Background: an optimization exercise with open tools, aiming at small area, a short achievable clock period and few clock cycles. Do not read the settings as production practice. At most, simulation tests tie the RTL to the original design; equivalence was not proved. The RTL of run 2 was laid out without a check of its function. Power is estimated from default activity; no workload was simulated.

==> flow/design.v (outline; a module is shown in full before it is edited, if it fits) <==
// module md_unit_iter: 691 lines
module md_unit_iter #(
    parameter int WIDTH   = 32,
    parameter int MUL_LAT = 5
) (
    input  logic             clk,
    input  logic             reset,
    input  logic             start,
    input  logic [3:0]       op,
    input  logic [WIDTH-1:0] rs_val,
    input  logic [WIDTH-1:0] rt_val,
    input  logic             flush,
    output logic             busy,
    output logic             done,
    output logic [WIDTH-1:0] hi,
    output logic [WIDTH-1:0] lo
);
  // ...
==> flow/flow/run.sh <==
#!/bin/bash
set -euo pipefail
MARGIN=$(cat flow/margin.txt)
bash standard.sh SETUP_SLACK_MARGIN=$MARGIN REMOVE_ABC_BUFFERS=1 TNS_END_PERCENT=0 ABC_AREA=0 \
    "BUFFER_PORTS_ARGS=-buffer_cell sky130_fd_sc_hd__buf_4" finish > standard_make.log 2>&1
==> flow/flow/margin.txt <==
9.3
==> flow/standard.sh <==
#!/bin/bash
# synth_recipe.tcl (not shown) runs the flow's synth.tcl, then flattens the netlist and writes it again
# the make line also repeats each setting of config.mk as NAME=value (left out here)
make -C /OpenROAD-flow-scripts/flow DESIGN_CONFIG=/design/flow/config.mk WORK_HOME=/design/flow/orfs CLKGATE_MAP_FILE= SYNTH_SCRIPT=/design/flow/synth_recipe.tcl "${@:-finish}"
==> flow/config.mk <==
export PLATFORM = sky130hd
export DESIGN_NAME = md_unit_iter
export DESIGN_NICKNAME = md_unit_iter
export VERILOG_FILES = /design/flow/design.v
export SDC_FILE = /design/flow/constraint.sdc
export NUM_CORES = 4
export LEC_CHECK = 0
export CAP_MARGIN = 20
export CORE_MARGIN = 2
export CORE_UTILIZATION = 50
export SLEW_MARGIN = 20
==> flow/constraint.sdc <==
create_clock -name core_clock -period 13.0 [get_ports {clk}]
set_input_delay 2.6000 -clock core_clock [delete_from_list [all_inputs] [get_ports {clk}]]
set_output_delay 2.6000 -clock core_clock [all_outputs]
set_load 0.01 [all_outputs]
==> out/metrics.csv, run 1 <==
stage,metric,value,unit
run_status,status,"complete, no violations",
floorplanning,starting density of the core,50.6,%
power,Pwr Total,8.85,mW
cells_and_area,design area,35900,µm²
clocking,setup repair bufs after CTS,22,
setup_path,worst reg2reg setup slack,8.93,ns
cells_and_area,multi-input combinational gate total,2873,
power,Comb power frac,70.3,%
setup_path,Critical Path Sink Type,register,
setup_path,worst setup path endpoint,pb[17],
timing,worst slew pin tran,1.20,ns
power,switching power,4.52,mW
clocking,Post-CTS Resized,114,
cells_and_area,Final nets,4174,
power,Max VDD drop,212,µV
cells_and_area,Non-clk bufs,262,
floorplanning,Die X,257,µm
timing,Fin. Hold Viols,0,
setup_path,Critical Path AT,4.46,ns
global_routing,GRT met2 Usage,66.3,%
drt,met1 WL,57500,µm
cells_and_area,antenna cells,3,
cells_and_area,Top Registers,"pa: 35 flops, pb: 35 flops, ysh: 35 flops",
yosys,Post-Synth XOR/XNOR Area,9.90,%
cells_and_area,Layout clock area frac,3.51,%
floorplanning,die area,65900,µm²
cells_and_area,area of the multi-input gates,23900,µm²
place,routability cong.,0.996,
setup_path,R2R depth,13,
place,HPWL Detailed,110000,µm
clocking,CTS buffer count,38,
Testbench counts, summed over its fixed seeds: cycles 15,759.
==> module md_unit_iter, before the edit <==
module md_unit_iter #(
    parameter int WIDTH   = 32,
    parameter int MUL_LAT = 5
) (
    input  logic             clk,
    input  logic             reset,
    input  logic             start,
    input  logic [3:0]       op,
    input  logic [WIDTH-1:0] rs_val,
    input  logic [WIDTH-1:0] rt_val,
    input  logic             flush,
    output logic             busy,
    output logic             done,
    output logic [WIDTH-1:0] hi,
    output logic [WIDTH-1:0] lo
);
    localparam logic [63:0] KOFF = 64'hAAAAAAAC00000000;
    localparam logic [34:0] KROW = 35'(KOFF >> 34);
    logic        st_mul, st_mfin, st_dprep, st_diter;
    logic        busy_q, done_q;
    logic        idle_q;                  
    logic [31:0] hi_q, lo_q;
    logic [2:0]  mstep;                   
    logic [2:0]  acc_s;                   
    logic [5:0]  dcnt;                    
    logic        d_lastq;                 
    logic [32:0] xr;
    logic [34:0] ysh;
    logic        f_sub, f_dsub, a_neg, b_neg;
    logic [5:0]  b_one, b_two, b_ng;      
    logic [34:0] pa, pb;
    logic [11:0] cs, cc;                  
    logic        cy;                      
    logic in_mul, in_div, in_sgn, accept;
    always_comb begin
        in_mul = (op[3] == 1'b0) && (op[2] || !op[1]);
        in_div = (op[3:1] == 3'b001);
        in_sgn = (op[3] == 1'b0) && (op[0] == 1'b0);
    end
    assign accept = start && !flush && idle_q;
    logic [34:0] xe, x2;
    assign xe = {xr[32], xr[32], xr};
    assign x2 = {xr[32], xr, 1'b0};
    logic [34:0] rw0, rw1, rw2, rw3, rw4, rw5, sel5;
    logic [5:0]  nb;
    function automatic logic [34:0] brow(input logic one, input logic two, input logic ng,
                                         input logic [34:0] x1, input logic [34:0] x2);
        brow = ((({35{one}} & x1) | ({35{two}} & x2)) ^ {35{ng}}) ^ {1'b1, 34'd0};
    endfunction
    assign rw0  = brow(b_one[0], b_two[0], b_ng[0], xe, x2);
    assign rw1  = brow(b_one[1], b_two[1], b_ng[1], xe, x2);
    assign rw2  = brow(b_one[2], b_two[2], b_ng[2], xe, x2);
    assign rw3  = brow(b_one[3], b_two[3], b_ng[3], xe, x2);
    assign rw4  = brow(b_one[4], b_two[4], b_ng[4], xe, x2);
    assign sel5 = brow(b_one[5], b_two[5], b_ng[5], xe, x2);
    assign rw5  = mstep[2] ? KROW : sel5;
    assign nb   = {b_ng[5] & ~mstep[2], b_ng[4:0]};
    function automatic logic [17:0] benc(input logic [12:0] g, input logic neg);
        logic [5:0] o, t, n;
        for (int r = 0; r < 6; r++) begin
            o[r] = g[2*r+1] ^ g[2*r];
            t[r] = (g[2*r+2] & ~g[2*r+1] & ~g[2*r]) | (~g[2*r+2] & g[2*r+1] & g[2*r]);
            n[r] = g[2*r+2] ^ neg;
        end
        benc = {n, t, o};
    endfunction
    logic [39:0] ar;
    assign ar = {{28{acc_s[2]}} & hi_q[31:4],
                 ({12{acc_s[0]}} & lo_q[11:0]) | ({12{acc_s[1]}} & lo_q[23:12]) |
                 ({12{acc_s[2]}} & {hi_q[3:0], lo_q[31:24]})};
    logic [45:0] sum_v, car_v;
    logic [234:0] fs, fc;
    logic [3:0] hs, hc;
    assign fs[0] = nb[0] ^ pa[0] ^ pb[0];
    assign fc[0] = (nb[0] & pa[0]) | (nb[0] & pb[0]) | (pa[0] & pb[0]);
    assign hs[0] = ar[0] ^ fs[0];
    assign hc[0] = ar[0] & fs[0];
    assign fs[1] = pa[1] ^ pb[1] ^ ar[1];
    assign fc[1] = (pa[1] & pb[1]) | (pa[1] & ar[1]) | (pb[1] & ar[1]);
    assign fs[2] = fc[0] ^ rw0[1] ^ hc[0];
    assign fc[2] = (fc[0] & rw0[1]) | (fc[0] & hc[0]) | (rw0[1] & hc[0]);
    assign fs[3] = nb[1] ^ pa[2] ^ pb[2];
    assign fc[3] = (nb[1] & pa[2]) | (nb[1] & pb[2]) | (pa[2] & pb[2]);
    assign fs[4] = ar[2] ^ fs[3] ^ rw0[2];
    assign fc[4] = (ar[2] & fs[3]) | (ar[2] & rw0[2]) | (fs[3] & rw0[2]);
    assign fs[5] = rw1[0] ^ fc[1] ^ fs[4];
    assign fc[5] = (rw1[0] & fc[1]) | (rw1[0] & fs[4]) | (fc[1] & fs[4]);
    assign fs[6] = pa[3] ^ pb[3] ^ ar[3];
    assign fc[6] = (pa[3] & pb[3]) | (pa[3] & ar[3]) | (pb[3] & ar[3]);
    assign fs[7] = fc[3] ^ rw0[3] ^ rw1[1];
    assign fc[7] = (fc[3] & rw0[3]) | (fc[3] & rw1[1]) | (rw0[3] & rw1[1]);
    assign fs[8] = fs[6] ^ fc[4] ^ fs[7];
    assign fc[8] = (fs[6] & fc[4]) | (fs[6] & fs[7]) | (fc[4] & fs[7]);
    assign fs[9] = nb[2] ^ pa[4] ^ pb[4];
    assign fc[9] = (nb[2] & pa[4]) | (nb[2] & pb[4]) | (pa[4] & pb[4]);
    assign fs[10] = ar[4] ^ fs[9] ^ rw0[4];
    assign fc[10] = (ar[4] & fs[9]) | (ar[4] & rw0[4]) | (fs[9] & rw0[4]);
    assign fs[11] = rw1[2] ^ rw2[0] ^ fc[6];
    assign fc[11] = (rw1[2] & rw2[0]) | (rw1[2] & fc[6]) | (rw2[0] & fc[6]);
    assign fs[12] = fc[7] ^ fs[10] ^ fs[11];
    assign fc[12] = (fc[7] & fs[10]) | (fc[7] & fs[11]) | (fs[10] & fs[11]);
    assign fs[13] = pa[5] ^ pb[5] ^ ar[5];
    assign fc[13] = (pa[5] & pb[5]) | (pa[5] & ar[5]) | (pb[5] & ar[5]);
    assign fs[14] = fc[9] ^ rw0[5] ^ rw1[3];
    assign fc[14] = (fc[9] & rw0[5]) | (fc[9] & rw1[3]) | (rw0[5] & rw1[3]);
    assign fs[15] = rw2[1] ^ fs[13] ^ fc[10];
    assign fc[15] = (rw2[1] & fs[13]) | (rw2[1] & fc[10]) | (fs[13] & fc[10]);
    assign fs[16] = fs[14] ^ fc[11] ^ fs[15];
    assign fc[16] = (fs[14] & fc[11]) | (fs[14] & fs[15]) | (fc[11] & fs[15]);
    assign fs[17] = nb[3] ^ pa[6] ^ pb[6];
    assign fc[17] = (nb[3] & pa[6]) | (nb[3] & pb[6]) | (pa[6] & pb[6]);
    assign fs[18] = ar[6] ^ fs[17] ^ rw0[6];
    assign fc[18] = (ar[6] & fs[17]) | (ar[6] & rw0[6]) | (fs[17] & rw0[6]);
    assign fs[19] = rw1[4] ^ rw2[2] ^ rw3[0];
    assign fc[19] = (rw1[4] & rw2[2]) | (rw1[4] & rw3[0]) | (rw2[2] & rw3[0]);
    assign fs[20] = fc[13] ^ fc[14] ^ fs[18];
    assign fc[20] = (fc[13] & fc[14]) | (fc[13] & fs[18]) | (fc[14] & fs[18]);
    assign fs[21] = fs[19] ^ fc[15] ^ fs[20];
    assign fc[21] = (fs[19] & fc[15]) | (fs[19] & fs[20]) | (fc[15] & fs[20]);
    assign fs[22] = pa[7] ^ pb[7] ^ ar[7];
    assign fc[22] = (pa[7] & pb[7]) | (pa[7] & ar[7]) | (pb[7] & ar[7]);
    assign fs[23] = fc[17] ^ rw0[7] ^ rw1[5];
    assign fc[23] = (fc[17] & rw0[7]) | (fc[17] & rw1[5]) | (rw0[7] & rw1[5]);
    assign fs[24] = rw2[3] ^ rw3[1] ^ fs[22];
    assign fc[24] = (rw2[3] & rw3[1]) | (rw2[3] & fs[22]) | (rw3[1] & fs[22]);
    assign fs[25] = fc[18] ^ fc[19] ^ fs[23];
    assign fc[25] = (fc[18] & fc[19]) | (fc[18] & fs[23]) | (fc[19] & fs[23]);
    assign fs[26] = fs[24] ^ fc[20] ^ fs[25];
    assign fc[26] = (fs[24] & fc[20]) | (fs[24] & fs[25]) | (fc[20] & fs[25]);
    assign fs[27] = nb[4] ^ pa[8] ^ pb[8];
    assign fc[27] = (nb[4] & pa[8]) | (nb[4] & pb[8]) | (pa[8] & pb[8]);
    assign fs[28] = ar[8] ^ fs[27] ^ rw0[8];
    assign fc[28] = (ar[8] & fs[27]) | (ar[8] & rw0[8]) | (fs[27] & rw0[8]);
    assign fs[29] = rw1[6] ^ rw2[4] ^ rw3[2];
    assign fc[29] = (rw1[6] & rw2[4]) | (rw1[6] & rw3[2]) | (rw2[4] & rw3[2]);
    assign fs[30] = rw4[0] ^ fc[22] ^ fc[23];
    assign fc[30] = (rw4[0] & fc[22]) | (rw4[0] & fc[23]) | (fc[22] & fc[23]);
    assign fs[31] = fs[28] ^ fs[29] ^ fc[24];
    assign fc[31] = (fs[28] & fs[29]) | (fs[28] & fc[24]) | (fs[29] & fc[24]);
    assign fs[32] = fs[30] ^ fc[25] ^ fs[31];
    assign fc[32] = (fs[30] & fc[25]) | (fs[30] & fs[31]) | (fc[25] & fs[31]);
    assign fs[33] = pa[9] ^ pb[9] ^ ar[9];
    assign fc[33] = (pa[9] & pb[9]) | (pa[9] & ar[9]) | (pb[9] & ar[9]);
    assign fs[34] = fc[27] ^ rw0[9] ^ rw1[7];
    assign fc[34] = (fc[27] & rw0[9]) | (fc[27] & rw1[7]) | (rw0[9] & rw1[7]);
    assign fs[35] = rw2[5] ^ rw3[3] ^ rw4[1];
    assign fc[35] = (rw2[5] & rw3[3]) | (rw2[5] & rw4[1]) | (rw3[3] & rw4[1]);
    assign fs[36] = fs[33] ^ fc[28] ^ fc[29];
    assign fc[36] = (fs[33] & fc[28]) | (fs[33] & fc[29]) | (fc[28] & fc[29]);
    assign fs[37] = fs[34] ^ fs[35] ^ fc[30];
    assign fc[37] = (fs[34] & fs[35]) | (fs[34] & fc[30]) | (fs[35] & fc[30]);
    assign fs[38] = fs[36] ^ fc[31] ^ fs[37];
    assign fc[38] = (fs[36] & fc[31]) | (fs[36] & fs[37]) | (fc[31] & fs[37]);
    assign fs[39] = nb[5] ^ pa[10] ^ pb[10];
    assign fc[39] = (nb[5] & pa[10]) | (nb[5] & pb[10]) | (pa[10] & pb[10]);
    assign fs[40] = ar[10] ^ fs[39] ^ rw0[10];
    assign fc[40] = (ar[10] & fs[39]) | (ar[10] & rw0[10]) | (fs[39] & rw0[10]);
    assign fs[41] = rw1[8] ^ rw2[6] ^ rw3[4];
    assign fc[41] = (rw1[8] & rw2[6]) | (rw1[8] & rw3[4]) | (rw2[6] & rw3[4]);
    assign fs[42] = rw4[2] ^ rw5[0] ^ fc[33];
    assign fc[42] = (rw4[2] & rw5[0]) | (rw4[2] & fc[33]) | (rw5[0] & fc[33]);
    assign fs[43] = fc[34] ^ fc[35] ^ fs[40];
    assign fc[43] = (fc[34] & fc[35]) | (fc[34] & fs[40]) | (fc[35] & fs[40]);
    assign fs[44] = fs[41] ^ fs[42] ^ fc[36];
    assign fc[44] = (fs[41] & fs[42]) | (fs[41] & fc[36]) | (fs[42] & fc[36]);
    assign fs[45] = fs[43] ^ fc[37] ^ fs[44];
    assign fc[45] = (fs[43] & fc[37]) | (fs[43] & fs[44]) | (fc[37] & fs[44]);
    assign fs[46] = pa[11] ^ pb[11] ^ ar[11];
    assign fc[46] = (pa[11] & pb[11]) | (pa[11] & ar[11]) | (pb[11] & ar[11]);
    assign fs[47] = fc[39] ^ rw0[11] ^ rw1[9];
    assign fc[47] = (fc[39] & rw0[11]) | (fc[39] & rw1[9]) | (rw0[11] & rw1[9]);
    assign fs[48] = rw2[7] ^ rw3[5] ^ rw4[3];
    assign fc[48] = (rw2[7] & rw3[5]) | (rw2[7] & rw4[3]) | (rw3[5] & rw4[3]);
    assign fs[49] = rw5[1] ^ fs[46] ^ fc[40];
    assign fc[49] = (rw5[1] & fs[46]) | (rw5[1] & fc[40]) | (fs[46] & fc[40]);
    assign fs[50] = fc[41] ^ fs[47] ^ fs[48];
    assign fc[50] = (fc[41] & fs[47]) | (fc[41] & fs[48]) | (fs[47] & fs[48]);
    assign fs[51] = fc[42] ^ fs[49] ^ fc[43];
    assign fc[51] = (fc[42] & fs[49]) | (fc[42] & fc[43]) | (fs[49] & fc[43]);
    assign fs[52] = fs[50] ^ fc[44] ^ fs[51];
    assign fc[52] = (fs[50] & fc[44]) | (fs[50] & fs[51]) | (fc[44] & fs[51]);
    assign fs[53] = pa[12] ^ pb[12] ^ ar[12];
    assign fc[53] = (pa[12] & pb[12]) | (pa[12] & ar[12]) | (pb[12] & ar[12]);
    assign fs[54] = rw0[12] ^ rw1[10] ^ rw2[8];
    assign fc[54] = (rw0[12] & rw1[10]) | (rw0[12] & rw2[8]) | (rw1[10] & rw2[8]);
    assign fs[55] = rw3[6] ^ rw4[4] ^ rw5[2];
    assign fc[55] = (rw3[6] & rw4[4]) | (rw3[6] & rw5[2]) | (rw4[4] & rw5[2]);
    assign fs[56] = fc[46] ^ fs[53] ^ fc[47];
    assign fc[56] = (fc[46] & fs[53]) | (fc[46] & fc[47]) | (fs[53] & fc[47]);
    assign fs[57] = fc[48] ^ fs[54] ^ fs[55];
    assign fc[57] = (fc[48] & fs[54]) | (fc[48] & fs[55]) | (fs[54] & fs[55]);
    assign fs[58] = fc[49] ^ fs[56] ^ fc[50];
    assign fc[58] = (fc[49] & fs[56]) | (fc[49] & fc[50]) | (fs[56] & fc[50]);
    assign fs[59] = fs[57] ^ fc[51] ^ fs[58];
    assign fc[59] = (fs[57] & fc[51]) | (fs[57] & fs[58]) | (fc[51] & fs[58]);
    assign fs[60] = pa[13] ^ pb[13] ^ ar[13];
    assign fc[60] = (pa[13] & pb[13]) | (pa[13] & ar[13]) | (pb[13] & ar[13]);
    assign fs[61] = rw0[13] ^ rw1[11] ^ rw2[9];
    assign fc[61] = (rw0[13] & rw1[11]) | (rw0[13] & rw2[9]) | (rw1[11] & rw2[9]);
    assign fs[62] = rw3[7] ^ rw4[5] ^ rw5[3];
    assign fc[62] = (rw3[7] & rw4[5]) | (rw3[7] & rw5[3]) | (rw4[5] & rw5[3]);
    assign fs[63] = fc[53] ^ fs[60] ^ fc[54];
    assign fc[63] = (fc[53] & fs[60]) | (fc[53] & fc[54]) | (fs[60] & fc[54]);
    assign fs[64] = fc[55] ^ fs[61] ^ fs[62];
    assign fc[64] = (fc[55] & fs[61]) | (fc[55] & fs[62]) | (fs[61] & fs[62]);
    assign fs[65] = fc[56] ^ fs[63] ^ fc[57];
    assign fc[65] = (fc[56] & fs[63]) | (fc[56] & fc[57]) | (fs[63] & fc[57]);
    assign fs[66] = fs[64] ^ fc[58] ^ fs[65];
    assign fc[66] = (fs[64] & fc[58]) | (fs[64] & fs[65]) | (fc[58] & fs[65]);
    assign fs[67] = pa[14] ^ pb[14] ^ ar[14];
    assign fc[67] = (pa[14] & pb[14]) | (pa[14] & ar[14]) | (pb[14] & ar[14]);
    assign fs[68] = rw0[14] ^ rw1[12] ^ rw2[10];
    assign fc[68] = (rw0[14] & rw1[12]) | (rw0[14] & rw2[10]) | (rw1[12] & rw2[10]);
    assign fs[69] = rw3[8] ^ rw4[6] ^ rw5[4];
    assign fc[69] = (rw3[8] & rw4[6]) | (rw3[8] & rw5[4]) | (rw4[6] & rw5[4]);
    assign fs[70] = fc[60] ^ fs[67] ^ fc[61];
    assign fc[70] = (fc[60] & fs[67]) | (fc[60] & fc[61]) | (fs[67] & fc[61]);
    assign fs[71] = fc[62] ^ fs[68] ^ fs[69];
    assign fc[71] = (fc[62] & fs[68]) | (fc[62] & fs[69]) | (fs[68] & fs[69]);
    assign fs[72] = fc[63] ^ fs[70] ^ fc[64];
    assign fc[72] = (fc[63] & fs[70]) | (fc[63] & fc[64]) | (fs[70] & fc[64]);
    assign fs[73] = fs[71] ^ fc[65] ^ fs[72];
    assign fc[73] = (fs[71] & fc[65]) | (fs[71] & fs[72]) | (fc[65] & fs[72]);
    assign fs[74] = pa[15] ^ pb[15] ^ ar[15];
    assign fc[74] = (pa[15] & pb[15]) | (pa[15] & ar[15]) | (pb[15] & ar[15]);
    assign fs[75] = rw0[15] ^ rw1[13] ^ rw2[11];
    assign fc[75] = (rw0[15] & rw1[13]) | (rw0[15] & rw2[11]) | (rw1[13] & rw2[11]);
    assign fs[76] = rw3[9] ^ rw4[7] ^ rw5[5];
    assign fc[76] = (rw3[9] & rw4[7]) | (rw3[9] & rw5[5]) | (rw4[7] & rw5[5]);
    assign fs[77] = fc[67] ^ fs[74] ^ fc[68];
    assign fc[77] = (fc[67] & fs[74]) | (fc[67] & fc[68]) | (fs[74] & fc[68]);
    assign fs[78] = fc[69] ^ fs[75] ^ fs[76];
    assign fc[78] = (fc[69] & fs[75]) | (fc[69] & fs[76]) | (fs[75] & fs[76]);
    assign fs[79] = fc[70] ^ fs[77] ^ fc[71];
    assign fc[79] = (fc[70] & fs[77]) | (fc[70] & fc[71]) | (fs[77] & fc[71]);
    assign fs[80] = fs[78] ^ fc[72] ^ fs[79];
    assign fc[80] = (fs[78] & fc[72]) | (fs[78] & fs[79]) | (fc[72] & fs[79]);
    assign fs[81] = pa[16] ^ pb[16] ^ ar[16];
    assign fc[81] = (pa[16] & pb[16]) | (pa[16] & ar[16]) | (pb[16] & ar[16]);
    assign fs[82] = rw0[16] ^ rw1[14] ^ rw2[12];
    assign fc[82] = (rw0[16] & rw1[14]) | (rw0[16] & rw2[12]) | (rw1[14] & rw2[12]);
    assign fs[83] = rw3[10] ^ rw4[8] ^ rw5[6];
    assign fc[83] = (rw3[10] & rw4[8]) | (rw3[10] & rw5[6]) | (rw4[8] & rw5[6]);
    assign fs[84] = fc[74] ^ fs[81] ^ fc[75];
    assign fc[84] = (fc[74] & fs[81]) | (fc[74] & fc[75]) | (fs[81] & fc[75]);
    assign fs[85] = fc[76] ^ fs[82] ^ fs[83];
    assign fc[85] = (fc[76] & fs[82]) | (fc[76] & fs[83]) | (fs[82] & fs[83]);
    assign fs[86] = fc[77] ^ fs[84] ^ fc[78];
    assign fc[86] = (fc[77] & fs[84]) | (fc[77] & fc[78]) | (fs[84] & fc[78]);
    assign fs[87] = fs[85] ^ fc[79] ^ fs[86];
    assign fc[87] = (fs[85] & fc[79]) | (fs[85] & fs[86]) | (fc[79] & fs[86]);
    assign fs[88] = pa[17] ^ pb[17] ^ ar[17];
    assign fc[88] = (pa[17] & pb[17]) | (pa[17] & ar[17]) | (pb[17] & ar[17]);
    assign fs[89] = rw0[17] ^ rw1[15] ^ rw2[13];
    assign fc[89] = (rw0[17] & rw1[15]) | (rw0[17] & rw2[13]) | (rw1[15] & rw2[13]);
    assign fs[90] = rw3[11] ^ rw4[9] ^ rw5[7];
    assign fc[90] = (rw3[11] & rw4[9]) | (rw3[11] & rw5[7]) | (rw4[9] & rw5[7]);
    assign fs[91] = fc[81] ^ fs[88] ^ fc[82];
    assign fc[91] = (fc[81] & fs[88]) | (fc[81] & fc[82]) | (fs[88] & fc[82]);
    assign fs[92] = fc[83] ^ fs[89] ^ fs[90];
    assign fc[92] = (fc[83] & fs[89]) | (fc[83] & fs[90]) | (fs[89] & fs[90]);
    assign fs[93] = fc[84] ^ fs[91] ^ fc[85];
    assign fc[93] = (fc[84] & fs[91]) | (fc[84] & fc[85]) | (fs[91] & fc[85]);
    assign fs[94] = fs[92] ^ fc[86] ^ fs[93];
    assign fc[94] = (fs[92] & fc[86]) | (fs[92] & fs[93]) | (fc[86] & fs[93]);
    assign fs[95] = pa[18] ^ pb[18] ^ ar[18];
    assign fc[95] = (pa[18] & pb[18]) | (pa[18] & ar[18]) | (pb[18] & ar[18]);
    assign fs[96] = rw0[18] ^ rw1[16] ^ rw2[14];
    assign fc[96] = (rw0[18] & rw1[16]) | (rw0[18] & rw2[14]) | (rw1[16] & rw2[14]);
    assign fs[97] = rw3[12] ^ rw4[10] ^ rw5[8];
    assign fc[97] = (rw3[12] & rw4[10]) | (rw3[12] & rw5[8]) | (rw4[10] & rw5[8]);
    assign fs[98] = fc[88] ^ fs[95] ^ fc[89];
    assign fc[98] = (fc[88] & fs[95]) | (fc[88] & fc[89]) | (fs[95] & fc[89]);
    assign fs[99] = fc[90] ^ fs[96] ^ fs[97];
    assign fc[99] = (fc[90] & fs[96]) | (fc[90] & fs[97]) | (fs[96] & fs[97]);
    assign fs[100] = fc[91] ^ fs[98] ^ fc[92];
    assign fc[100] = (fc[91] & fs[98]) | (fc[91] & fc[92]) | (fs[98] & fc[92]);
    assign fs[101] = fs[99] ^ fc[93] ^ fs[100];
    assign fc[101] = (fs[99] & fc[93]) | (fs[99] & fs[100]) | (fc[93] & fs[100]);
    assign fs[102] = pa[19] ^ pb[19] ^ ar[19];
    assign fc[102] = (pa[19] & pb[19]) | (pa[19] & ar[19]) | (pb[19] & ar[19]);
    assign fs[103] = rw0[19] ^ rw1[17] ^ rw2[15];
    assign fc[103] = (rw0[19] & rw1[17]) | (rw0[19] & rw2[15]) | (rw1[17] & rw2[15]);
    assign fs[104] = rw3[13] ^ rw4[11] ^ rw5[9];
    assign fc[104] = (rw3[13] & rw4[11]) | (rw3[13] & rw5[9]) | (rw4[11] & rw5[9]);
    assign fs[105] = fc[95] ^ fs[102] ^ fc[96];
    assign fc[105] = (fc[95] & fs[102]) | (fc[95] & fc[96]) | (fs[102] & fc[96]);
    assign fs[106] = fc[97] ^ fs[103] ^ fs[104];
    assign fc[106] = (fc[97] & fs[103]) | (fc[97] & fs[104]) | (fs[103] & fs[104]);
    assign fs[107] = fc[98] ^ fs[105] ^ fc[99];
    assign fc[107] = (fc[98] & fs[105]) | (fc[98] & fc[99]) | (fs[105] & fc[99]);
    assign fs[108] = fs[106] ^ fc[100] ^ fs[107];
    assign fc[108] = (fs[106] & fc[100]) | (fs[106] & fs[107]) | (fc[100] & fs[107]);
    assign fs[109] = pa[20] ^ pb[20] ^ ar[20];
    assign fc[109] = (pa[20] & pb[20]) | (pa[20] & ar[20]) | (pb[20] & ar[20]);
    assign fs[110] = rw0[20] ^ rw1[18] ^ rw2[16];
    assign fc[110] = (rw0[20] & rw1[18]) | (rw0[20] & rw2[16]) | (rw1[18] & rw2[16]);
    assign fs[111] = rw3[14] ^ rw4[12] ^ rw5[10];
    assign fc[111] = (rw3[14] & rw4[12]) | (rw3[14] & rw5[10]) | (rw4[12] & rw5[10]);
    assign fs[112] = fc[102] ^ fs[109] ^ fc[103];
    assign fc[112] = (fc[102] & fs[109]) | (fc[102] & fc[103]) | (fs[109] & fc[103]);
    assign fs[113] = fc[104] ^ fs[110] ^ fs[111];
    assign fc[113] = (fc[104] & fs[110]) | (fc[104] & fs[111]) | (fs[110] & fs[111]);
    assign fs[114] = fc[105] ^ fs[112] ^ fc[106];
    assign fc[114] = (fc[105] & fs[112]) | (fc[105] & fc[106]) | (fs[112] & fc[106]);
    assign fs[115] = fs[113] ^ fc[107] ^ fs[114];
    assign fc[115] = (fs[113] & fc[107]) | (fs[113] & fs[114]) | (fc[107] & fs[114]);
    assign fs[116] = pa[21] ^ pb[21] ^ ar[21];
    assign fc[116] = (pa[21] & pb[21]) | (pa[21] & ar[21]) | (pb[21] & ar[21]);
    assign fs[117] = rw0[21] ^ rw1[19] ^ rw2[17];
    assign fc[117] = (rw0[21] & rw1[19]) | (rw0[21] & rw2[17]) | (rw1[19] & rw2[17]);
    assign fs[118] = rw3[15] ^ rw4[13] ^ rw5[11];
    assign fc[118] = (rw3[15] & rw4[13]) | (rw3[15] & rw5[11]) | (rw4[13] & rw5[11]);
    assign fs[119] = fc[109] ^ fs[116] ^ fc[110];
    assign fc[119] = (fc[109] & fs[116]) | (fc[109] & fc[110]) | (fs[116] & fc[110]);
    assign fs[120] = fc[111] ^ fs[117] ^ fs[118];
    assign fc[120] = (fc[111] & fs[117]) | (fc[111] & fs[118]) | (fs[117] & fs[118]);
    assign fs[121] = fc[112] ^ fs[119] ^ fc[113];
    assign fc[121] = (fc[112] & fs[119]) | (fc[112] & fc[113]) | (fs[119] & fc[113]);
    assign fs[122] = fs[120] ^ fc[114] ^ fs[121];
    assign fc[122] = (fs[120] & fc[114]) | (fs[120] & fs[121]) | (fc[114] & fs[121]);
    assign fs[123] = pa[22] ^ pb[22] ^ ar[22];
    assign fc[123] = (pa[22] & pb[22]) | (pa[22] & ar[22]) | (pb[22] & ar[22]);
    assign fs[124] = rw0[22] ^ rw1[20] ^ rw2[18];
    assign fc[124] = (rw0[22] & rw1[20]) | (rw0[22] & rw2[18]) | (rw1[20] & rw2[18]);
    assign fs[125] = rw3[16] ^ rw4[14] ^ rw5[12];
    assign fc[125] = (rw3[16] & rw4[14]) | (rw3[16] & rw5[12]) | (rw4[14] & rw5[12]);
    assign fs[126] = fc[116] ^ fs[123] ^ fc[117];
    assign fc[126] = (fc[116] & fs[123]) | (fc[116] & fc[117]) | (fs[123] & fc[117]);
    assign fs[127] = fc[118] ^ fs[124] ^ fs[125];
    assign fc[127] = (fc[118] & fs[124]) | (fc[118] & fs[125]) | (fs[124] & fs[125]);
    assign fs[128] = fc[119] ^ fs[126] ^ fc[120];
    assign fc[128] = (fc[119] & fs[126]) | (fc[119] & fc[120]) | (fs[126] & fc[120]);
    assign fs[129] = fs[127] ^ fc[121] ^ fs[128];
    assign fc[129] = (fs[127] & fc[121]) | (fs[127] & fs[128]) | (fc[121] & fs[128]);
    assign fs[130] = pa[23] ^ pb[23] ^ ar[23];
    assign fc[130] = (pa[23] & pb[23]) | (pa[23] & ar[23]) | (pb[23] & ar[23]);
    assign fs[131] = rw0[23] ^ rw1[21] ^ rw2[19];
    assign fc[131] = (rw0[23] & rw1[21]) | (rw0[23] & rw2[19]) | (rw1[21] & rw2[19]);
    assign fs[132] = rw3[17] ^ rw4[15] ^ rw5[13];
    assign fc[132] = (rw3[17] & rw4[15]) | (rw3[17] & rw5[13]) | (rw4[15] & rw5[13]);
    assign fs[133] = fc[123] ^ fs[130] ^ fc[124];
    assign fc[133] = (fc[123] & fs[130]) | (fc[123] & fc[124]) | (fs[130] & fc[124]);
    assign fs[134] = fc[125] ^ fs[131] ^ fs[132];
    assign fc[134] = (fc[125] & fs[131]) | (fc[125] & fs[132]) | (fs[131] & fs[132]);
    assign fs[135] = fc[126] ^ fs[133] ^ fc[127];
    assign fc[135] = (fc[126] & fs[133]) | (fc[126] & fc[127]) | (fs[133] & fc[127]);
    assign fs[136] = fs[134] ^ fc[128] ^ fs[135];
    assign fc[136] = (fs[134] & fc[128]) | (fs[134] & fs[135]) | (fc[128] & fs[135]);
    assign fs[137] = pa[24] ^ pb[24] ^ ar[24];
    assign fc[137] = (pa[24] & pb[24]) | (pa[24] & ar[24]) | (pb[24] & ar[24]);
    assign fs[138] = rw0[24] ^ rw1[22] ^ rw2[20];
    assign fc[138] = (rw0[24] & rw1[22]) | (rw0[24] & rw2[20]) | (rw1[22] & rw2[20]);
    assign fs[139] = rw3[18] ^ rw4[16] ^ rw5[14];
    assign fc[139] = (rw3[18] & rw4[16]) | (rw3[18] & rw5[14]) | (rw4[16] & rw5[14]);
    assign fs[140] = fc[130] ^ fs[137] ^ fc[131];
    assign fc[140] = (fc[130] & fs[137]) | (fc[130] & fc[131]) | (fs[137] & fc[131]);
    assign fs[141] = fc[132] ^ fs[138] ^ fs[139];
    assign fc[141] = (fc[132] & fs[138]) | (fc[132] & fs[139]) | (fs[138] & fs[139]);
    assign fs[142] = fc[133] ^ fs[140] ^ fc[134];
    assign fc[142] = (fc[133] & fs[140]) | (fc[133] & fc[134]) | (fs[140] & fc[134]);
    assign fs[143] = fs[141] ^ fc[135] ^ fs[142];
    assign fc[143] = (fs[141] & fc[135]) | (fs[141] & fs[142]) | (fc[135] & fs[142]);
    assign fs[144] = pa[25] ^ pb[25] ^ ar[25];
    assign fc[144] = (pa[25] & pb[25]) | (pa[25] & ar[25]) | (pb[25] & ar[25]);
    assign fs[145] = rw0[25] ^ rw1[23] ^ rw2[21];
    assign fc[145] = (rw0[25] & rw1[23]) | (rw0[25] & rw2[21]) | (rw1[23] & rw2[21]);
    assign fs[146] = rw3[19] ^ rw4[17] ^ rw5[15];
    assign fc[146] = (rw3[19] & rw4[17]) | (rw3[19] & rw5[15]) | (rw4[17] & rw5[15]);
    assign fs[147] = fc[137] ^ fs[144] ^ fc[138];
    assign fc[147] = (fc[137] & fs[144]) | (fc[137] & fc[138]) | (fs[144] & fc[138]);
    assign fs[148] = fc[139] ^ fs[145] ^ fs[146];
    assign fc[148] = (fc[139] & fs[145]) | (fc[139] & fs[146]) | (fs[145] & fs[146]);
    assign fs[149] = fc[140] ^ fs[147] ^ fc[141];
    assign fc[149] = (fc[140] & fs[147]) | (fc[140] & fc[141]) | (fs[147] & fc[141]);
    assign fs[150] = fs[148] ^ fc[142] ^ fs[149];
    assign fc[150] = (fs[148] & fc[142]) | (fs[148] & fs[149]) | (fc[142] & fs[149]);
    assign fs[151] = pa[26] ^ pb[26] ^ ar[26];
    assign fc[151] = (pa[26] & pb[26]) | (pa[26] & ar[26]) | (pb[26] & ar[26]);
    assign fs[152] = rw0[26] ^ rw1[24] ^ rw2[22];
    assign fc[152] = (rw0[26] & rw1[24]) | (rw0[26] & rw2[22]) | (rw1[24] & rw2[22]);
    assign fs[153] = rw3[20] ^ rw4[18] ^ rw5[16];
    assign fc[153] = (rw3[20] & rw4[18]) | (rw3[20] & rw5[16]) | (rw4[18] & rw5[16]);
    assign fs[154] = fc[144] ^ fs[151] ^ fc[145];
    assign fc[154] = (fc[144] & fs[151]) | (fc[144] & fc[145]) | (fs[151] & fc[145]);
    assign fs[155] = fc[146] ^ fs[152] ^ fs[153];
    assign fc[155] = (fc[146] & fs[152]) | (fc[146] & fs[153]) | (fs[152] & fs[153]);
    assign fs[156] = fc[147] ^ fs[154] ^ fc[148];
    assign fc[156] = (fc[147] & fs[154]) | (fc[147] & fc[148]) | (fs[154] & fc[148]);
    assign fs[157] = fs[155] ^ fc[149] ^ fs[156];
    assign fc[157] = (fs[155] & fc[149]) | (fs[155] & fs[156]) | (fc[149] & fs[156]);
    assign fs[158] = pa[27] ^ pb[27] ^ ar[27];
    assign fc[158] = (pa[27] & pb[27]) | (pa[27] & ar[27]) | (pb[27] & ar[27]);
    assign fs[159] = rw0[27] ^ rw1[25] ^ rw2[23];
    assign fc[159] = (rw0[27] & rw1[25]) | (rw0[27] & rw2[23]) | (rw1[25] & rw2[23]);
    assign fs[160] = rw3[21] ^ rw4[19] ^ rw5[17];
    assign fc[160] = (rw3[21] & rw4[19]) | (rw3[21] & rw5[17]) | (rw4[19] & rw5[17]);
    assign fs[161] = fc[151] ^ fs[158] ^ fc[152];
    assign fc[161] = (fc[151] & fs[158]) | (fc[151] & fc[152]) | (fs[158] & fc[152]);
    assign fs[162] = fc[153] ^ fs[159] ^ fs[160];
    assign fc[162] = (fc[153] & fs[159]) | (fc[153] & fs[160]) | (fs[159] & fs[160]);
    assign fs[163] = fc[154] ^ fs[161] ^ fc[155];
    assign fc[163] = (fc[154] & fs[161]) | (fc[154] & fc[155]) | (fs[161] & fc[155]);
    assign fs[164] = fs[162] ^ fc[156] ^ fs[163];
    assign fc[164] = (fs[162] & fc[156]) | (fs[162] & fs[163]) | (fc[156] & fs[163]);
    assign fs[165] = pa[28] ^ pb[28] ^ ar[28];
    assign fc[165] = (pa[28] & pb[28]) | (pa[28] & ar[28]) | (pb[28] & ar[28]);
    assign fs[166] = rw0[28] ^ rw1[26] ^ rw2[24];
    assign fc[166] = (rw0[28] & rw1[26]) | (rw0[28] & rw2[24]) | (rw1[26] & rw2[24]);
    assign fs[167] = rw3[22] ^ rw4[20] ^ rw5[18];
    assign fc[167] = (rw3[22] & rw4[20]) | (rw3[22] & rw5[18]) | (rw4[20] & rw5[18]);
    assign fs[168] = fc[158] ^ fs[165] ^ fc[159];
    assign fc[168] = (fc[158] & fs[165]) | (fc[158] & fc[159]) | (fs[165] & fc[159]);
    assign fs[169] = fc[160] ^ fs[166] ^ fs[167];
    assign fc[169] = (fc[160] & fs[166]) | (fc[160] & fs[167]) | (fs[166] & fs[167]);
    assign fs[170] = fc[161] ^ fs[168] ^ fc[162];
    assign fc[170] = (fc[161] & fs[168]) | (fc[161] & fc[162]) | (fs[168] & fc[162]);
    assign fs[171] = fs[169] ^ fc[163] ^ fs[170];
    assign fc[171] = (fs[169] & fc[163]) | (fs[169] & fs[170]) | (fc[163] & fs[170]);
    assign fs[172] = pa[29] ^ pb[29] ^ ar[29];
    assign fc[172] = (pa[29] & pb[29]) | (pa[29] & ar[29]) | (pb[29] & ar[29]);
    assign fs[173] = rw0[29] ^ rw1[27] ^ rw2[25];
    assign fc[173] = (rw0[29] & rw1[27]) | (rw0[29] & rw2[25]) | (rw1[27] & rw2[25]);
    assign fs[174] = rw3[23] ^ rw4[21] ^ rw5[19];
    assign fc[174] = (rw3[23] & rw4[21]) | (rw3[23] & rw5[19]) | (rw4[21] & rw5[19]);
    assign fs[175] = fc[165] ^ fs[172] ^ fc[166];
    assign fc[175] = (fc[165] & fs[172]) | (fc[165] & fc[166]) | (fs[172] & fc[166]);
    assign fs[176] = fc[167] ^ fs[173] ^ fs[174];
    assign fc[176] = (fc[167] & fs[173]) | (fc[167] & fs[174]) | (fs[173] & fs[174]);
    assign fs[177] = fc[168] ^ fs[175] ^ fc[169];
    assign fc[177] = (fc[168] & fs[175]) | (fc[168] & fc[169]) | (fs[175] & fc[169]);
    assign fs[178] = fs[176] ^ fc[170] ^ fs[177];
    assign fc[178] = (fs[176] & fc[170]) | (fs[176] & fs[177]) | (fc[170] & fs[177]);
    assign fs[179] = pa[30] ^ pb[30] ^ ar[30];
    assign fc[179] = (pa[30] & pb[30]) | (pa[30] & ar[30]) | (pb[30] & ar[30]);
    assign fs[180] = rw0[30] ^ rw1[28] ^ rw2[26];
    assign fc[180] = (rw0[30] & rw1[28]) | (rw0[30] & rw2[26]) | (rw1[28] & rw2[26]);
    assign fs[181] = rw3[24] ^ rw4[22] ^ rw5[20];
    assign fc[181] = (rw3[24] & rw4[22]) | (rw3[24] & rw5[20]) | (rw4[22] & rw5[20]);
    assign fs[182] = fc[172] ^ fs[179] ^ fc[173];
    assign fc[182] = (fc[172] & fs[179]) | (fc[172] & fc[173]) | (fs[179] & fc[173]);
    assign fs[183] = fc[174] ^ fs[180] ^ fs[181];
    assign fc[183] = (fc[174] & fs[180]) | (fc[174] & fs[181]) | (fs[180] & fs[181]);
    assign fs[184] = fc[175] ^ fs[182] ^ fc[176];
    assign fc[184] = (fc[175] & fs[182]) | (fc[175] & fc[176]) | (fs[182] & fc[176]);
    assign fs[185] = fs[183] ^ fc[177] ^ fs[184];
    assign fc[185] = (fs[183] & fc[177]) | (fs[183] & fs[184]) | (fc[177] & fs[184]);
    assign fs[186] = pa[31] ^ pb[31] ^ ar[31];
    assign fc[186] = (pa[31] & pb[31]) | (pa[31] & ar[31]) | (pb[31] & ar[31]);
    assign fs[187] = rw0[31] ^ rw1[29] ^ rw2[27];
    assign fc[187] = (rw0[31] & rw1[29]) | (rw0[31] & rw2[27]) | (rw1[29] & rw2[27]);
    assign fs[188] = rw3[25] ^ rw4[23] ^ rw5[21];
    assign fc[188] = (rw3[25] & rw4[23]) | (rw3[25] & rw5[21]) | (rw4[23] & rw5[21]);
    assign fs[189] = fc[179] ^ fs[186] ^ fc[180];
    assign fc[189] = (fc[179] & fs[186]) | (fc[179] & fc[180]) | (fs[186] & fc[180]);
    assign fs[190] = fc[181] ^ fs[187] ^ fs[188];
    assign fc[190] = (fc[181] & fs[187]) | (fc[181] & fs[188]) | (fs[187] & fs[188]);
    assign fs[191] = fc[182] ^ fs[189] ^ fc[183];
    assign fc[191] = (fc[182] & fs[189]) | (fc[182] & fc[183]) | (fs[189] & fc[183]);
    assign fs[192] = fs[190] ^ fc[184] ^ fs[191];
    assign fc[192] = (fs[190] & fc[184]) | (fs[190] & fs[191]) | (fc[184] & fs[191]);
    assign fs[193] = pa[32] ^ pb[32] ^ ar[32];
    assign fc[193] = (pa[32] & pb[32]) | (pa[32] & ar[32]) | (pb[32] & ar[32]);
    assign fs[194] = rw0[32] ^ rw1[30] ^ rw2[28];
    assign fc[194] = (rw0[32] & rw1[30]) | (rw0[32] & rw2[28]) | (rw1[30] & rw2[28]);
    assign fs[195] = rw3[26] ^ rw4[24] ^ rw5[22];
    assign fc[195] = (rw3[26] & rw4[24]) | (rw3[26] & rw5[22]) | (rw4[24] & rw5[22]);
    assign fs[196] = fc[186] ^ fs[193] ^ fc[187];
    assign fc[196] = (fc[186] & fs[193]) | (fc[186] & fc[187]) | (fs[193] & fc[187]);
    assign fs[197] = fc[188] ^ fs[194] ^ fs[195];
    assign fc[197] = (fc[188] & fs[194]) | (fc[188] & fs[195]) | (fs[194] & fs[195]);
    assign fs[198] = fc[189] ^ fs[196] ^ fc[190];
    assign fc[198] = (fc[189] & fs[196]) | (fc[189] & fc[190]) | (fs[196] & fc[190]);
    assign fs[199] = fs[197] ^ fc[191] ^ fs[198];
    assign fc[199] = (fs[197] & fc[191]) | (fs[197] & fs[198]) | (fc[191] & fs[198]);
    assign fs[200] = pa[33] ^ pb[33] ^ ar[33];
    assign fc[200] = (pa[33] & pb[33]) | (pa[33] & ar[33]) | (pb[33] & ar[33]);
    assign fs[201] = rw0[33] ^ rw1[31] ^ rw2[29];
    assign fc[201] = (rw0[33] & rw1[31]) | (rw0[33] & rw2[29]) | (rw1[31] & rw2[29]);
    assign fs[202] = rw3[27] ^ rw4[25] ^ rw5[23];
    assign fc[202] = (rw3[27] & rw4[25]) | (rw3[27] & rw5[23]) | (rw4[25] & rw5[23]);
    assign fs[203] = fc[193] ^ fs[200] ^ fc[194];
    assign fc[203] = (fc[193] & fs[200]) | (fc[193] & fc[194]) | (fs[200] & fc[194]);
    assign fs[204] = fc[195] ^ fs[201] ^ fs[202];
    assign fc[204] = (fc[195] & fs[201]) | (fc[195] & fs[202]) | (fs[201] & fs[202]);
    assign fs[205] = fc[196] ^ fs[203] ^ fc[197];
    assign fc[205] = (fc[196] & fs[203]) | (fc[196] & fc[197]) | (fs[203] & fc[197]);
    assign fs[206] = fs[204] ^ fc[198] ^ fs[205];
    assign fc[206] = (fs[204] & fc[198]) | (fs[204] & fs[205]) | (fc[198] & fs[205]);
    assign fs[207] = ar[34] ^ rw0[34] ^ rw1[32];
    assign fc[207] = (ar[34] & rw0[34]) | (ar[34] & rw1[32]) | (rw0[34] & rw1[32]);
    assign fs[208] = rw2[30] ^ rw3[28] ^ rw4[26];
    assign fc[208] = (rw2[30] & rw3[28]) | (rw2[30] & rw4[26]) | (rw3[28] & rw4[26]);
    assign fs[209] = rw5[24] ^ fc[200] ^ fc[201];
    assign fc[209] = (rw5[24] & fc[200]) | (rw5[24] & fc[201]) | (fc[200] & fc[201]);
    assign fs[210] = fc[202] ^ fs[207] ^ fs[208];
    assign fc[210] = (fc[202] & fs[207]) | (fc[202] & fs[208]) | (fs[207] & fs[208]);
    assign fs[211] = fc[203] ^ fs[209] ^ fc[204];
    assign fc[211] = (fc[203] & fs[209]) | (fc[203] & fc[204]) | (fs[209] & fc[204]);
    assign fs[212] = fs[210] ^ fc[205] ^ fs[211];
    assign fc[212] = (fs[210] & fc[205]) | (fs[210] & fs[211]) | (fc[205] & fs[211]);
    assign fs[213] = ar[35] ^ rw1[33] ^ rw2[31];
    assign fc[213] = (ar[35] & rw1[33]) | (ar[35] & rw2[31]) | (rw1[33] & rw2[31]);
    assign fs[214] = rw3[29] ^ rw4[27] ^ rw5[25];
    assign fc[214] = (rw3[29] & rw4[27]) | (rw3[29] & rw5[25]) | (rw4[27] & rw5[25]);
    assign fs[215] = fc[207] ^ fc[208] ^ fs[213];
    assign fc[215] = (fc[207] & fc[208]) | (fc[207] & fs[213]) | (fc[208] & fs[213]);
    assign fs[216] = fs[214] ^ fc[209] ^ fc[210];
    assign fc[216] = (fs[214] & fc[209]) | (fs[214] & fc[210]) | (fc[209] & fc[210]);
    assign fs[217] = fs[215] ^ fc[211] ^ fs[216];
    assign fc[217] = (fs[215] & fc[211]) | (fs[215] & fs[216]) | (fc[211] & fs[216]);
    assign fs[218] = ar[36] ^ rw1[34] ^ rw2[32];
    assign fc[218] = (ar[36] & rw1[34]) | (ar[36] & rw2[32]) | (rw1[34] & rw2[32]);
    assign fs[219] = rw3[30] ^ rw4[28] ^ rw5[26];
    assign fc[219] = (rw3[30] & rw4[28]) | (rw3[30] & rw5[26]) | (rw4[28] & rw5[26]);
    assign fs[220] = fc[213] ^ fc[214] ^ fs[218];
    assign fc[220] = (fc[213] & fc[214]) | (fc[213] & fs[218]) | (fc[214] & fs[218]);
    assign fs[221] = fs[219] ^ fc[215] ^ fs[220];
    assign fc[221] = (fs[219] & fc[215]) | (fs[219] & fs[220]) | (fc[215] & fs[220]);
    assign hs[1] = fc[216] ^ fs[221];
    assign hc[1] = fc[216] & fs[221];
    assign fs[222] = ar[37] ^ rw2[33] ^ rw3[31];
    assign fc[222] = (ar[37] & rw2[33]) | (ar[37] & rw3[31]) | (rw2[33] & rw3[31]);
    assign fs[223] = rw4[29] ^ rw5[27] ^ fc[218];
    assign fc[223] = (rw4[29] & rw5[27]) | (rw4[29] & fc[218]) | (rw5[27] & fc[218]);
    assign fs[224] = fc[219] ^ fs[222] ^ fs[223];
    assign fc[224] = (fc[219] & fs[222]) | (fc[219] & fs[223]) | (fs[222] & fs[223]);
    assign fs[225] = fc[220] ^ fc[221] ^ fs[224];
    assign fc[225] = (fc[220] & fc[221]) | (fc[220] & fs[224]) | (fc[221] & fs[224]);
    assign fs[226] = ar[38] ^ rw2[34] ^ rw3[32];
    assign fc[226] = (ar[38] & rw2[34]) | (ar[38] & rw3[32]) | (rw2[34] & rw3[32]);
    assign fs[227] = rw4[30] ^ rw5[28] ^ fc[222];
    assign fc[227] = (rw4[30] & rw5[28]) | (rw4[30] & fc[222]) | (rw5[28] & fc[222]);
    assign fs[228] = fs[226] ^ fc[223] ^ fs[227];
    assign fc[228] = (fs[226] & fc[223]) | (fs[226] & fs[227]) | (fc[223] & fs[227]);
    assign hs[2] = fc[224] ^ fs[228];
    assign hc[2] = fc[224] & fs[228];
    assign fs[229] = ar[39] ^ rw3[33] ^ rw4[31];
    assign fc[229] = (ar[39] & rw3[33]) | (ar[39] & rw4[31]) | (rw3[33] & rw4[31]);
    assign fs[230] = rw5[29] ^ fc[226] ^ fs[229];
    assign fc[230] = (rw5[29] & fc[226]) | (rw5[29] & fs[229]) | (fc[226] & fs[229]);
    assign fs[231] = fc[227] ^ fs[230] ^ fc[228];
    assign fc[231] = (fc[227] & fs[230]) | (fc[227] & fc[228]) | (fs[230] & fc[228]);
    assign fs[232] = rw3[34] ^ rw4[32] ^ rw5[30];
    assign fc[232] = (rw3[34] & rw4[32]) | (rw3[34] & rw5[30]) | (rw4[32] & rw5[30]);
    assign fs[233] = fc[229] ^ fs[232] ^ fc[230];
    assign fc[233] = (fc[229] & fs[232]) | (fc[229] & fc[230]) | (fs[232] & fc[230]);
    assign fs[234] = rw4[33] ^ rw5[31] ^ fc[232];
    assign fc[234] = (rw4[33] & rw5[31]) | (rw4[33] & fc[232]) | (rw5[31] & fc[232]);
    assign hs[3] = rw4[34] ^ rw5[32];
    assign hc[3] = rw4[34] & rw5[32];
    assign sum_v = {1'b0, rw5[34], rw5[33], hs[3], fs[234], fs[233], hc[2], hs[2], hc[1], hs[1], fc[212], fc[206], fc[199], fc[192], fc[185], fc[178], fc[171], fc[164], fc[157], fc[150], fc[143], fc[136], fc[129], fc[122], fc[115], fc[108], fc[101], fc[94], fc[87], fc[80], fc[73], fc[66], fc[59], fc[52], fc[45], fc[38], fc[32], fc[26], fc[21], fc[16], fc[12], fc[8], fc[5], fc[2], fs[1], rw0[0]};
    assign car_v = {1'b0, 1'b0, hc[3], fc[234], fc[233], fc[231], fs[231], fc[225], fs[225], fc[217], fs[217], fs[212], fs[206], fs[199], fs[192], fs[185], fs[178], fs[171], fs[164], fs[157], fs[150], fs[143], fs[136], fs[129], fs[122], fs[115], fs[108], fs[101], fs[94], fs[87], fs[80], fs[73], fs[66], fs[59], fs[52], fs[45], fs[38], fs[32], fs[26], fs[21], fs[16], fs[12], fs[8], fs[5], fs[2], hs[0]};
    logic [12:0] piece;
    assign piece = {1'b0, cs} + {1'b0, cc} + 13'(cy);
    logic [39:0] mres;
    assign mres = {pa[27:0], cs} + {pb[27:0], cc} + 40'(cy);
    function automatic logic [5:0] clz32(input logic [31:0] v);
        logic [15:0] v1, p1;
        logic [7:0]  v2;
        logic [15:0] p2;
        logic [3:0]  v3;
        logic [11:0] p3;
        logic [1:0]  v4;
        logic [7:0]  p4;
        for (int i = 0; i < 16; i++) begin
            v1[i] = v[2*i+1] | v[2*i];
            p1[i] = ~v[2*i+1];
        end
        for (int i = 0; i < 8; i++) begin
            v2[i] = v1[2*i+1] | v1[2*i];
            p2[2*i +: 2] = v1[2*i+1] ? {1'b0, p1[2*i+1]} : {1'b1, p1[2*i]};
        end
        for (int i = 0; i < 4; i++) begin
            v3[i] = v2[2*i+1] | v2[2*i];
            p3[3*i +: 3] = v2[2*i+1] ? {1'b0, p2[2*(2*i+1) +: 2]} : {1'b1, p2[2*(2*i) +: 2]};
        end
        for (int i = 0; i < 2; i++) begin
            v4[i] = v3[2*i+1] | v3[2*i];
            p4[4*i +: 4] = v3[2*i+1] ? {1'b0, p3[3*(2*i+1) +: 3]} : {1'b1, p3[3*(2*i) +: 3]};
        end
        if (v4[1])
            clz32 = {2'b00, p4[7:4]};
        else if (v4[0])
            clz32 = {2'b01, p4[3:0]};
        else
            clz32 = 6'd32;
    endfunction
    logic        q_neg, i_an, i_bn;
    logic [31:0] a_raw, b_raw, ita, itb;
    logic [5:0]  za_q, zb_q, s_est;
    logic [6:0]  s_full;
    logic        bz_q, d_fast;
    assign a_raw  = xr[31:0];
    assign b_raw  = ysh[32:1];
    assign q_neg  = a_neg ^ b_neg;
    assign i_an   = ~op[0] & rs_val[31];
    assign i_bn   = ~op[0] & rt_val[31];
    assign ita    = rs_val ^ {32{i_an}};           
    assign itb    = rt_val ^ {32{i_bn}};           
    assign s_full = 7'(zb_q) - 7'(za_q) + 7'(a_neg);
    assign s_est  = s_full[5:0];
    assign d_fast = bz_q | s_full[6];
    logic [34:0] dt, r_nx;
    logic        dz, d_take;
    logic [31:0] q_nx, qm_nx;
    assign dt     = pa + pb + 35'(f_dsub);
    assign dz     = (((pa ^ pb) ^ {(pa[33:0] | pb[33:0]), f_dsub}) == 35'd0);
    assign d_take = a_neg ? (dt[34] | dz) : ~dt[34];
    assign r_nx   = d_take ? dt : pa;
    assign q_nx   = {ysh[30:0], d_take};
    assign qm_nx  = d_take ? {ysh[30:0], 1'b0} : {xr[30:0], 1'b1};
    logic fin_m, fin_df, fin_dl, fin;
    assign fin_m  = st_mfin;
    assign fin_df = st_dprep & d_fast;
    assign fin_dl = st_diter & d_lastq;
    assign fin    = !flush & (fin_m | fin_df | fin_dl);
    logic        wr_hi, wr_lo, st_idle;
    logic [31:0] hi_d, lo_d;
    logic        fin_any;
    assign st_idle = idle_q;
    assign fin_any = fin_m | fin_df | fin_dl;
    assign wr_hi = !flush & ((start & idle_q & (op == 4'd8)) | fin_any);
    assign wr_lo = !flush & ((start & idle_q & (op == 4'd9)) | fin_any);
    assign hi_d  = ({32{st_idle}} & rs_val) | ({32{fin_m}} & mres[39:8]) |
                   ({32{fin_df}} & a_raw) | ({32{fin_dl}} & r_nx[31:0]);
    assign lo_d  = ({32{st_idle}} & rs_val) | ({32{fin_m}} & {mres[7:0], ysh[34:11]}) |
                   ({32{fin_df & bz_q}}) | ({32{fin_dl}} & (q_neg ? ~qm_nx : q_nx));
    always_ff @(posedge clk or negedge reset) begin
        if (!reset) begin
            st_mul   <= 1'b0;
            st_mfin  <= 1'b0;
            st_dprep <= 1'b0;
            st_diter <= 1'b0;
            busy_q   <= 1'b0;
            idle_q   <= 1'b1;
            done_q   <= 1'b0;
            hi_q     <= '0;
            lo_q     <= '0;
        end else begin
            done_q   <= fin;
            st_mul   <= !flush & ((accept & in_mul) | (st_mul & !mstep[2]));
            st_mfin  <= !flush & st_mul & mstep[2];
            st_dprep <= !flush & accept & in_div;
            st_diter <= !flush & ((st_dprep & !d_fast) | (st_diter & !d_lastq));
            busy_q   <= !flush & ((accept & (in_mul | in_div)) | (busy_q & !fin));
            idle_q   <= flush | !((accept & (in_mul | in_div)) | (busy_q & !fin));
            if (wr_hi)
                hi_q <= hi_d;
            if (wr_lo)
                lo_q <= lo_d;
        end
    end
    logic [12:0] g_next;
    logic [34:0] pb_al;
    assign g_next = ysh[24:12];
    assign pb_al  = ({{3{b_neg}}, b_raw} << s_est) ^ {35{f_dsub}};
    always_ff @(posedge clk) begin
        cs <= sum_v[11:0];
        cc <= car_v[11:0];
        cy <= st_mul & !mstep[0] & piece[12];
        pa <= ({35{st_mul}} & {1'b0, sum_v[45:12]}) | ({35{st_dprep}} & {{3{a_neg}}, a_raw}) |
              ({35{st_diter}} & r_nx);
        pb <= ({35{st_mul}} & {1'b0, car_v[45:12]}) |
              ({35{st_dprep}} & pb_al) | ({35{st_diter}} & {pb[34], pb[34:1]});
        ysh <= ({35{st_idle}} & {{2{in_sgn & rt_val[31]}}, rt_val, 1'b0}) |
               ({35{st_mul}} & {mstep[0] ? {12{ysh[34]}} : piece[11:0], ysh[34:12]}) |
               ({35{st_diter}} & {3'b0, q_nx});
        xr <= ({33{st_idle}} & {in_sgn & rs_val[31], rs_val}) | ({33{st_mul}} & xr) |
              {33{st_dprep}} | ({33{st_diter}} & {1'b0, qm_nx});
        {b_ng, b_two, b_one} <= st_idle ? benc({rt_val[11:0], 1'b0}, op[2] & op[1])
                                        : benc(g_next, f_sub);
        mstep <= st_idle ? 3'b001 : {mstep[1:0], 1'b0};
        acc_s <= st_idle ? {2'b0, op[2]} : {acc_s[1:0], 1'b0};
        dcnt  <= st_dprep ? s_est : dcnt - 6'd1;
        d_lastq <= st_dprep ? (s_est == 6'd0) : (dcnt == 6'd1);
        if (st_idle) begin
            za_q   <= clz32(ita);
            zb_q   <= clz32(itb);
            bz_q   <= (rt_val == 32'd0);
            f_sub  <= op[2] & op[1];
            f_dsub <= ~(in_sgn & (rs_val[31] ^ rt_val[31]));
            a_neg  <= in_div & in_sgn & rs_val[31];
            b_neg  <= in_div & in_sgn & rt_val[31];
        end
    end
    assign busy = busy_q;
    assign done = done_q;
    assign hi   = hi_q;
    assign lo   = lo_q;
endmodule
==> run 2: changes to the inputs <==
--- a/flow/design.v
+++ b/flow/design.v
@@ -587,6 +587,6 @@
             clz32 = 6'd32;
     endfunction
-    logic        q_neg, i_an, i_bn;
-    logic [31:0] a_raw, b_raw, ita, itb;
+    logic        q_neg;
+    logic [31:0] a_raw, b_raw, iwa, iwb;
     logic [5:0]  za_q, zb_q, s_est;
     logic [6:0]  s_full;
@@ -595,8 +595,6 @@
     assign b_raw  = ysh[32:1];
     assign q_neg  = a_neg ^ b_neg;
-    assign i_an   = ~op[0] & rs_val[31];
-    assign i_bn   = ~op[0] & rt_val[31];
-    assign ita    = rs_val ^ {32{i_an}};           
-    assign itb    = rt_val ^ {32{i_bn}};           
+    assign iwa    = rs_val ^ {rs_val[31], rs_val[31:1]};
+    assign iwb    = rt_val ^ {rt_val[31], rt_val[31:1]};
     assign s_full = 7'(zb_q) - 7'(za_q) + 7'(a_neg);
     assign s_est  = s_full[5:0];
@@ -676,6 +674,6 @@
         d_lastq <= st_dprep ? (s_est == 6'd0) : (dcnt == 6'd1);
         if (st_idle) begin
-            za_q   <= clz32(ita);
-            zb_q   <= clz32(itb);
+            za_q   <= (op[0] & rs_val[31]) ? 6'd0 : clz32(iwa);
+            zb_q   <= (op[0] & rt_val[31]) ? 6'd0 : clz32(iwb);
             bz_q   <= (rt_val == 32'd0);
             f_sub  <= op[2] & op[1];
==> flow/flow/run.sh (replaced) <==
#!/bin/bash
set -euo pipefail
MARGIN=$(cat flow/margin.txt)
bash standard.sh SETUP_SLACK_MARGIN=$MARGIN REMOVE_ABC_BUFFERS=1 TNS_END_PERCENT=0 ABC_AREA=1 \
    "BUFFER_PORTS_ARGS=-buffer_cell sky130_fd_sc_hd__buf_4" finish > standard_make.log 2>&1
==> flow/flow/margin.txt (replaced) <==
9.0
==> out/metrics.csv, run 2 <==
stage,metric,value,unit,change
cells_and_area,Top Registers,"pa: 35 flops, pb: 35 flops, ysh: 35 flops",,unchanged
global_routing,initial antenna violation count,7,,was 5
yosys,Synth cell types,58,,was 92
setup_path,Critical Path Sink Type,register,,unchanged
setup_path,Buf/Inv on CP,4,,was 3
clocking,CTS root buffer,clkbuf_16,,unchanged
clocking,clock tree from TritonCTS,yes,,unchanged
setup_path,"Critical Path, Cell by Cell",buf_4 -> inv_1 -> buf_4 -> nand2_1 -> fa_1 -> fa_1 -> fa_1 -> inv_1 -> fa_1 -> fa_1 -> nand2_1 -> o211ai_1,,was ha_1 -> inv_2 -> ha_4 -> inv_4 -> fa_4 -> buf_12 -> mux4_2 -> mux2i_2 -> mux2i_1 -> nand2_1 -> a21oi_1 -> xnor2_2 -> o221ai_1
cells_and_area,Filler cells,6039,,"was 5,871"
global_routing,grt total ovfl,0,,unchanged
floorplanning,starting density of the core,50.8,%,was 50.6%
yosys,Synth Area per Inst,7.10,µm²,was 8.26 µm²
global_routing,overall routing resource usage,45.1,%,was 45.4%
place,pre-CTS setup slack,8.16,ns,was 7.74 ns
yosys,number of synthesized flops with an enable pin,17,,unchanged
drt,DR vias/cell,6.22,,was 7.05
yosys,post-synthesis sequential area ratio,20.1,%,was 19.3%
yosys,Syn. warnings,1,,unchanged
setup_path,Critical Path AT,4.55,ns,was 4.46 ns
drt,drt total wl,145000,µm,"was 155,000 µm"
floorplanning,site row count,90,,was 92
timing,Finish-stage setup viols,0,,unchanged
clocking,worst-skew pair later-pin latency,0.59,ns,about the same
cells_and_area,fraction of layout cells with a size suffix above 1,8.62,%,was 14.8%
place,routability cong.,1.07,,was 0.996
floorplanning,# IOs,138,,unchanged
global_routing,gr busiest metal,met2,,unchanged
global_routing,first-pass GRT wire length,209000,µm,"was 220,000 µm"
power,clock share of power,12.7,%,was 12.6%
setup_path,most frequent CP cell,fa_1,,
clocking,CTS buffer count,36,,was 38
floorplanning,Die X,252,µm,was 257 µm
worst_hold_path,Tightest Hold Check Type,register to register,,unchanged
power,switching power,4.33,mW,was 4.52 mW
global_routing,pin count of the biggest net entering global routing,79,,was 89
timing,f_max,0.242,GHz,was 0.246 GHz
timing,Sum Neg Setup Slack,0,ns,unchanged
power,Max VDD drop,257,µV,was 212 µV
setup_path,Setup CP Type,register to register,,unchanged
global_routing,met1 Usage GRT,57.4,%,was 59.7%
setup_path,CP Data Required Time,13.42,ns,was 13.39 ns
cells_and_area,register area,6180,µm²,was 6230 µm²
cells_and_area,area of the multi-input gates,21300,µm²,"was 23,900 µm²"
timing,Fin. Hold Viols,0,,unchanged
place,HPWL Detailed,113000,µm,"was 110,000 µm"
timing,slew margin rel.,25.9,%,was 19.6%
power,Comb power frac,69.5,%,was 70.3%
timing,Final Max Tran Viols,0,,unchanged
clocking,CTS Buffer Depth,3,,unchanged
timing,worst slew pin tran,1.11,ns,was 1.20 ns
cells_and_area,most frequent cells in the layout,"nand2_1, inv_1, nor2_1",,"was inv_1, nand2_1, o21ai_0"
yosys,share of the synthesized area in the top cell type,15.6,%,was 15.1%
drt,per-cell routed wire length,28.3,µm,was 33.4 µm
yosys,"flops & latches, synth",282,,unchanged
power,sequential share of power,17.7,%,was 17.1%
timing,Tmin final,4.13,ns,was 4.07 ns
yosys,most instantiated cells after synthesis,"nand2_1, inv_1, nor2_1",,"was inv_1, clkbuf_1, o21ai_0"
setup_path,Critical Path Slowest Stage Cell,fa_1,,was fa_4
yosys,"FFs w/ async S/R, synth",25.2,%,unchanged
cells_and_area,Layout area overhead,8.89,%,was 12.5%
cells_and_area,Final nets,4737,,"was 4,174"
global_routing,GRT met2 Usage,67.3,%,was 66.3%
yosys,Mapped Area,30800,µm²,"was 31,900 µm²"
power,Power Density,242,nW/µm²,was 247 nW/µm²
run_status,status,"complete, no violations",,unchanged
drt,total number of vias,31800,,"was 32,800"
job,max_cap viols,0,,unchanged
drt,1st-pass router iterations,7,,was 10
floorplanning,die area,63500,µm²,"was 65,900 µm²"
timing,RSZ-0062 raised after global routing,true,,unchanged
global_routing,vias in the first global route,30500,,"was 31,000"
==> run 2: cell types whose count changed after synthesis, moves of 93 or more <==
cell      previous run  this run
a22oi_1            239         6
clkbuf_1           298       175
inv_1              301       585
nand2_1            249       890
nand3_1            100       276
nor2_1             200       299
o22ai_1             11       199
xnor2_1            213        23
xor2_1             148       241
==> run 2: metrics by stage <==
step / instance area, µm² / power, mW / hold slack (ns) / instances
3_3_place_gp: 32000 / 6.86 / 0.394 / 5030
3_5_place_dp: 32000 / 6.88 / 0.398 / 5030
4_1_cts: 33300 / 7.92 / 0.407 / 5099
6_report: 33500 / 8.09 / 0.410 / 5112
2_1_floorplan: 29600 / 4.82 / 0.388 / 4059
5_1_grt: 33500 / 8.70 / 0.420 / 5111
==> run 2: logic make-up after synthesis <==
family | count (synthesis) | synth area share [%]
AND/OR/NAND/NOR | 1591 | 21.6
XOR/XNOR | 266 | 7.62
adder cells (fa/ha/maj) | 364 | 20.7
flip-flops | 282 | 20.1
multiplexers | 8 | 0.264
buffers and inverters | 878 | 11.2
AO/OA/AOI/OAI | 943 | 18.6
==> run 2: worst register-to-register path: stages (launching register included) <==
cell and delay [ns]:
dfxtp_1 0.30, buf_4 0.23, inv_1 0.14, buf_4 0.35, nand2_1 0.17, fa_1 0.58
fa_1 0.47, fa_1 0.55, inv_1 0.05, fa_1 0.48, fa_1 0.43, nand2_1 0.10
o211ai_1 0.11
==> run 2: per-layer routing <==
metal | wire length [µm] | share of wire, %
met1 | 54500 | 38
met2 | 61300 | 42
met3 | 19300 | 13
met4 | 9420 | 6.5
met5 | 66 | 0.046
==> run 2: timing repair <==
action	4_1_cts	5_1_grt
hold buffers	0	0
endpoints found under the hold margin	0	0
cloned	2	1
resized for setup	11	39
pin swaps	1	2
setup endpoints to repair	140	133
buffers inserted	1	10
==> run 2: path summary, 6_finish.rpt <==
| kind | slack (ns) | endpoint | startpoint | cells after the start |
|---|---|---|---|---|
| hold reg to reg | 0.41 | mstep[2] | mstep[1] | 2 |
| setup reg to reg | 8.87 | pa[0] | mstep[2] | 12 |
| min in group asynchronous | 1.90 | hi_q[27] | reset | 1 |
| setup / recovery | 8.87 | pa[0] | mstep[2] | 12 |
| max in group asynchronous | 9.82 | st_diter | reset | 2 |
| hold / removal | 0.41 | mstep[2] | mstep[1] | 2 |
==> run 2: power groups by stage <==
stage	clock, mW	combinational (mW)	sequential, mW
floorplan	0	3.50	1.32
global placement	0	5.43	1.43
global route	1.05	6.21	1.44
CTS	1.03	5.48	1.41
finish	1.03	5.63	1.43
detailed placement	0	5.45	1.43
==> run 2: cell type report <==
| cell class | count | share of cell area (%) |
|---|---|---|
| repair buffers | 201 | 4.72 |
| multi-input cells | 3174 | 63.6 |
| flip-flops and latches | 282 | 18.5 |
| well taps | 782 | 2.92 |
| clock inverters | 12 | 0.288 |
| inverters | 605 | 6.87 |
| clock buffers | 54 | 3.16 |
| repair inverters | 1 | 0.0224 |
| diodes | 1 | 0.00747 |

[re-timing with driven ports]
In the flow no input, the clock included, has a driving cell. The finished layouts below were timed again as built, in two steps.
Step 1 sets driving cells, clkbuf_16 on the clock port and buf_2 on the other inputs (assumed; they add their load-dependent delay and slew).
Step 2 moves the port delays by t, midway between the first and last clock arrival at a register: inputs arrive t later, outputs are due t later. That takes back most of the time a late clock gives input paths.
Slacks: ideal ports / drivers / drivers and shift; pairs: ideal ports / drivers.
run	t (ns)	setup slack, ns	latest minus earliest clock arrival (ns)
run 1	0.645	8.932 / 8.932 / 8.356	0.032 / 0.032
run 2	0.639	8.870 / 8.870 / 8.434	0.037 / 0.037
After both steps setup and hold are still met in every run listed. For run 1, which loses most, drivers alone change the setup slack by 0.000 ns; drivers and shift together by -0.576 ns.
